Source: an optimization exercise on an open RTL-to-GDS flow (aim: small area and a short achievable clock period). Production flows keep margins and buffers that such runs may drop.
No functional check of the RTL was part of this run.
Power and IR drop assume default switching activity.

**design.v**
```verilog
`timescale 1ns/1ps
`default_nettype none
module spi_mem_slave #(
  parameter int         ADDR_W    = 8,
  parameter logic [7:0] ID_BYTE   = 8'hA5,
  parameter             INIT_FILE = ""
) (
  input  logic       clk,
  input  logic       resetn,
  input  logic       spi_sck,
  input  logic       spi_cs,
  input  logic       spi_mosi,
  output logic       spi_miso,
  output logic       busy,
  output logic [7:0] last_cmd,
  output logic       xfer_done
);
  localparam int         c_DEPTH     = 1 << ADDR_W;
  localparam logic [7:0] c_CMD_READ  = 8'h03;
  localparam logic [7:0] c_CMD_WRITE = 8'h02;
  localparam logic [7:0] c_CMD_ID    = 8'h9F;
  typedef enum logic [2:0] {
    S_IDLE   = 3'd0,
    S_CMD    = 3'd1,
    S_ADDR   = 3'd2,
    S_RD     = 3'd3,
    S_WR     = 3'd4,
    S_ID     = 3'd5,
    S_IGNORE = 3'd6
  } state_t;
  state_t r_state;
  state_t w_state_nxt;
  logic              r_sck_m, r_sck_s, r_sck_d;
  logic              r_cs_m, r_cs_s;
  logic              r_mosi_m, r_mosi_s;
  logic [2:0]        r_bit_cnt;
  logic [6:0]        r_rx_sr;
  logic [6:0]        r_tx_sr;
  logic              r_miso;
  logic              r_load_pend;
  logic [ADDR_W-1:0] r_addr;
  logic [7:0]        r_last_cmd;
  logic              r_xfer_done;
  logic [7:0]        r_rd_data;
  logic [7:0]        r_mem [c_DEPTH];
  logic       w_rise, w_fall, w_active, w_byte_done, w_mem_we;
  logic [7:0] w_rx_byte, w_tx_src;
  assign w_rise      = r_sck_s & ~r_sck_d;
  assign w_fall      = ~r_sck_s & r_sck_d;
  assign w_active    = ~r_cs_s & (r_state != S_IDLE);
  assign w_byte_done = w_active & w_rise & (r_bit_cnt == 3'd7);
  assign w_rx_byte   = {r_rx_sr, r_mosi_s};
  assign w_mem_we    = w_byte_done & (r_state == S_WR);
  assign w_tx_src    = (r_state == S_ID) ? ID_BYTE : r_rd_data;
  assign spi_miso  = r_miso;
  assign busy      = ~r_cs_s;
  assign last_cmd  = r_last_cmd;
  assign xfer_done = r_xfer_done;
  always_ff @(posedge clk or negedge resetn) begin
    if (!resetn) begin
      r_sck_m  <= 1'b0;
      r_sck_s  <= 1'b0;
      r_sck_d  <= 1'b0;
      r_cs_m   <= 1'b1;
      r_cs_s   <= 1'b1;
      r_mosi_m <= 1'b0;
      r_mosi_s <= 1'b0;
    end else begin
      r_sck_m  <= spi_sck;
      r_sck_s  <= r_sck_m;
      r_sck_d  <= r_sck_s;
      r_cs_m   <= spi_cs;
      r_cs_s   <= r_cs_m;
      r_mosi_m <= spi_mosi;
      r_mosi_s <= r_mosi_m;
    end
  end
  always_ff @(posedge clk or negedge resetn) begin
    if (!resetn) r_state <= S_IDLE;
    else         r_state <= w_state_nxt;
  end
  always_comb begin
    w_state_nxt = r_state;
    if (r_cs_s) begin
      w_state_nxt = S_IDLE;
    end else begin
      case (r_state)
        S_IDLE: w_state_nxt = S_CMD;
        S_CMD: begin
          if (w_byte_done) begin
            case (w_rx_byte)
              c_CMD_READ, c_CMD_WRITE: w_state_nxt = S_ADDR;
              c_CMD_ID:                w_state_nxt = S_ID;
              default:                 w_state_nxt = S_IGNORE;
            endcase
          end
        end
        S_ADDR: begin
          if (w_byte_done)
            w_state_nxt = (r_last_cmd == c_CMD_READ) ? S_RD : S_WR;
        end
        default: w_state_nxt = r_state;
      endcase
    end
  end
  always_ff @(posedge clk or negedge resetn) begin
    if (!resetn) begin
      r_bit_cnt   <= 3'd0;
      r_rx_sr     <= 7'd0;
      r_tx_sr     <= 7'd0;
      r_miso      <= 1'b0;
      r_load_pend <= 1'b0;
      r_addr      <= '0;
      r_last_cmd  <= 8'h00;
      r_xfer_done <= 1'b0;
    end else begin
      r_xfer_done <= r_cs_s & (r_state != S_IDLE);
      if (!w_active) begin
        r_bit_cnt   <= 3'd0;
        r_tx_sr     <= 7'd0;
        r_miso      <= 1'b0;
        r_load_pend <= 1'b0;
      end else begin
        if (w_rise) begin
          r_rx_sr   <= w_rx_byte[6:0];
          r_bit_cnt <= r_bit_cnt + 3'd1;
          if (r_bit_cnt == 3'd7) begin
            case (r_state)
              S_CMD: begin
                r_last_cmd  <= w_rx_byte;
                r_load_pend <= (w_rx_byte == c_CMD_ID);
              end
              S_ADDR: begin
                r_addr      <= ADDR_W'(w_rx_byte);
                r_load_pend <= (r_last_cmd == c_CMD_READ);
              end
              S_RD, S_ID: r_load_pend <= 1'b1;
              S_WR:       r_addr <= r_addr + ADDR_W'(1);
              default: ;
            endcase
          end
        end
        if (w_fall) begin
          if (r_state == S_RD || r_state == S_ID) begin
            if (r_load_pend) begin
              r_tx_sr     <= w_tx_src[6:0];
              r_miso      <= w_tx_src[7];
              r_load_pend <= 1'b0;
              if (r_state == S_RD) r_addr <= r_addr + ADDR_W'(1);
            end else begin
              r_tx_sr <= {r_tx_sr[5:0], 1'b0};
              r_miso  <= r_tx_sr[6];
            end
          end else begin
            r_miso <= 1'b0;
          end
        end
      end
    end
  end
  always_ff @(posedge clk) begin
    if (w_mem_we) r_mem[r_addr] <= w_rx_byte;
    else          r_rd_data     <= r_mem[r_addr];
  end
endmodule
`default_nettype wire
```
**constraint.sdc**
```tcl
create_clock -name core_clock -period 5.5 [get_ports {clk}]
set_input_delay 1.1000 -clock core_clock [delete_from_list [all_inputs] [get_ports {clk}]]
set_output_delay 1.1000 -clock core_clock [all_outputs]
set_load 0.01 [all_outputs]
```
**config.mk**
```make
export PLATFORM = sky130hd
export DESIGN_NAME = spi_mem_slave
export DESIGN_NICKNAME = spi_mem_slave
export VERILOG_FILES = /design/flow/design.v
export SDC_FILE = /design/flow/constraint.sdc
export NUM_CORES = 4
export LEC_CHECK = 0
export CAP_MARGIN = 20
export CORE_MARGIN = 2
export CORE_UTILIZATION = 50
export SLEW_MARGIN = 20
```
**run.sh**
```bash
#!/bin/bash
# synth_recipe.tcl (not shown) runs the flow's synth.tcl, then flattens the netlist and writes it again
# the make line also repeats each setting of config.mk as NAME=value (left out here)
make -C /OpenROAD-flow-scripts/flow DESIGN_CONFIG=/design/flow/config.mk WORK_HOME=/design/flow/orfs CLKGATE_MAP_FILE= SYNTH_SCRIPT=/design/flow/synth_recipe.tcl finish
```
==> out/metrics.cfg <==
[floorplanning]
die_area_sq_mm = 0.165
io-pin-count = 16
coreArea_sq_mm = 0.160
die_h_um = 406
start_util_pct = 50.3
rows = 147
dieWidth_um = 406

[worst_setup_path]
cp.arrival_ns = 4.81
end_kind = flop
crit_slowest_cell = nor2_1
cp_cell_sequence = nor2b_1 > nand4_1 > nor3_1 > nand2_2 > nor2_1
cp.required_ns = 5.95
worst_setup_path_start_kind = flop
cp_slowest_stage_delay_ns = 0.91
cp_max_fo = 16
critPathKind = reg2reg

[synthesis]
synth_ff_type = edfxtp_1
seq_area_frac_synth_pct = 78.0
synth_edf_count = 2056
netlist_area_sq_mm = 0.0806
synth_cells = 3734
ys_async_sr_fraction_pct = 2.19
netlist.area_leader.share_pct = 76.6
synth.most_common_cell = edfxtp_1
synthTopCellsByArea = edfxtp_1 (77%), mux4_2 (14%), a22oi_1 (2.4%), dfrtp_1 (1.4%), nor2_1 (1.3%)
ys_types = 56
netlist_top_cells_count = edfxtp_1 (2056), mux4_2 (512), nor2_1 (273)
ys.warnings.count = 1
postSynthNetCount = 3746
synth.largest_area_cell = edfxtp_1
syn_avg_cell_area_sq_um = 21.6
ys_ff_latch = 2102

[sta]
fin_worst_skew_ns = 0.0254
timing.fmax_mhz = 230
finalCritPeriodShare_pct = 79.2
worst_pin_slew_ns = 1.18
slew_violations = 0
final_hold_viol_count = 0
tns_ns = 0
slew_headroom_pct = 21.2
rsz0062_at_grt = false
post-route-min-period_ns = 4.35
setup_viol = 0

[detailed_routing]
vias_per_cell = 6.24
drt_iter0_markers = 4871
drtPass1Iterations = 6
drcViolationCount = 0
wire_per_inst_um = 31.5
antenna_left = 0
num_vias = 38900
wl_mm = 196

[hold_path]
hold_class = reg2reg

[clock_tree]
cts_buffers = 206
cts_tree = yes
clock_tree.buffer_depth = 3
postCtsResizedCells = 0
cts_setup_buffers = 0
cts_hold_buf = 0
cts.sinks = 2102
clk_latency_ns = 0.83
clock-root-buffer = clkbuf_16
path_clk_slew_ns = 0.06
htreeDepth = 4

[global_route]
grt_max_degree = 170
track_usage_pct = 24.2
antenna_found_initial = 3
grt_pass1_wl_mm = 285
grt_overflow_total = 0
grt_pass1_vias = 39500

[power]
power_density_mw_per_mm2 = 384
irDropWorstVdd_mv = 0.416
p_leak_nw = 27.9

[finish]
layout-drive-gt1-share_pct = 25.9
final-seq-area_sq_mm = 0.0629
diodes = 0
utilization_pct = 56.7
nNetsFinal = 3908
multi_input_area_sq_mm = 0.0168
nFillCells = 11800
syn_to_final_growth_pct = 12.8

[placement]
hpwl_mm = 112
globalplace.congestion = 0.815
numPortBuffers = 15

[flow_run]
max_cap_viol_count = 0

[run_status]
status = timing/DRC/antenna clean

[through the flow]
| stage | hold WS [ns] | total power (W) | setup WS [ns] | cells | cell area [sq um] |
|---|---|---|---|---|---|
| floorplan | 0.331 | 0.0203 | 0.891 | 3734 | 80600 |
| global placement | 0.340 | 0.0211 | 1.05 | 5844 | 84100 |
| detailed placement | 0.340 | 0.0212 | 1.29 | 5848 | 84200 |
| CTS | 0.327 | 0.0352 | 1.24 | 6231 | 91000 |
| global route | 0.364 | 0.0359 | 0.914 | 6231 | 91000 |
| finish | 0.353 | 0.0349 | 1.15 | 6231 | 91000 |
[sequential cells by signal (all words and copies together), names as in the netlist, 3 cells and up]
register,cells
r_mem,2048
r_rx_sr,7
r_tx_sr,7
r_state,3
r_last_cmd,8
r_addr,8
r_rd_data,8
r_bit_cnt,3
[cell type report]
type	instances	area share [%]
clock inverters	134	1.46
repair buffers	190	1.93
inverters	7	0.0289
multi-input cells	1389	18.4
clock buffers	249	6.01
flip-flops and latches	2102	69.2
well taps	2160	2.97
[worst paths after layout]
kind | start | to | slack, ns | cells past startpoint
min reg2reg | r_mosi_m$_DFF_PN0_ | r_mosi_s$_DFF_PN0_ | 0.35 | 0
max | r_sck_s$_DFF_PN0_ | r_mem[205][6]$_DFFE_PP_ | 1.15 | 5
max reg2reg | r_sck_s$_DFF_PN0_ | r_mem[205][6]$_DFFE_PP_ | 1.15 | 5
min in group asynchronous | resetn | r_last_cmd[0]$_DFFE_PN0P_ | 0.37 | 2
min | r_mosi_m$_DFF_PN0_ | r_mosi_s$_DFF_PN0_ | 0.35 | 0
max in group asynchronous | resetn | r_addr[0]$_DFFE_PN0N_ | 4.58 | 2
[critical path: cells and delay by family, from the launching register on]
family	cells	cell delay [ns]
flops	1	0.41
simple gates	5	3.54
[cells in the final DEF (no fill, tap or decap), types with 5 or more instances in the layout]
cell,synthesis,final
clkinvlp_4,0,14
nor2b_1,7,5
clkdlybuf4s50_1,0,14
mux2_1,8,8
buf_4,13,145
o41ai_2,0,8
mux4_2,512,512
nand4_1,11,11
nor2_1,273,272
dfrtp_4,0,10
nand2_2,0,14
nand2_1,53,38
inv_1,7,7
clkbuf_1,145,32
nor3_1,6,6
inv_6,0,6
edfxtp_1,2056,2056
clkbuf_8,0,7
a21oi_1,143,143
bufinv_16,0,22
clkbuf_16,0,210
dfrtp_1,44,34
buf_12,0,24
clkinv_2,0,43
ha_1,7,7
clkinv_1,0,39
mux2_2,7,7
o21ai_0,10,10
a22oi_1,259,259
buf_2,37,5
o41ai_1,32,24
[report_power, final]
group | leakage, nW | switching (W) | internal (W)
Combinational | 4.88 | 0.00142 | 0.000121
Sequential | 19.7 | 0.000313 | 0.0189
Clock | 3.31 | 0.00602 | 0.00812
Total | 27.9 | 0.00775 | 0.0272
[cells by family after synthesis]
| family | Yosys count | share of synthesized area (%) |
|---|---|---|
| compound gates | 475 | 4.02 |
| simple gates | 378 | 1.96 |
| xor+xnor | 2 | 0.0217 |
| fa+ha+maj | 7 | 0.109 |
| buf+inv | 243 | 1.39 |
| mux | 527 | 14.5 |
| flops | 2102 | 78.0 |
[metal layers]
metal,vias up,share of wire (%),GRT usage (%)
met5,-,0,0
met4,0,2.9,7.35
met3,298,7.4,4.36
met2,1668,47,37.1
met1,20800,43,35.8
li1,16100,-,-

-- separate check: timing with driven ports --
Ports are ideal in the flow. The routed layout listed here was re-timed in OpenROAD.
Step 1: set_driving_cell puts a clkbuf_16 on clk and a buf_2 on each other input, an assumption about the parent block.
Step 2 moves the port delays by t, midway between the first and last clock arrival at a register: inputs arrive t later, outputs are due t later. That takes back most of the time a late clock gives input paths.
Slacks: no drivers / after step 1 / after step 2; pairs: no drivers / after step 1.
shift t [ns]: 0.912
slack for setup (ns): 1.145 / 1.145 / 1.145
hold WS [ns]: 0.353 / 0.312 / 0.353
worst setup path at the end: register to register
After both steps this run still meets setup and hold. The setup slack of this run moves by 0.000 ns with the drivers and by 0.000 ns with both steps.
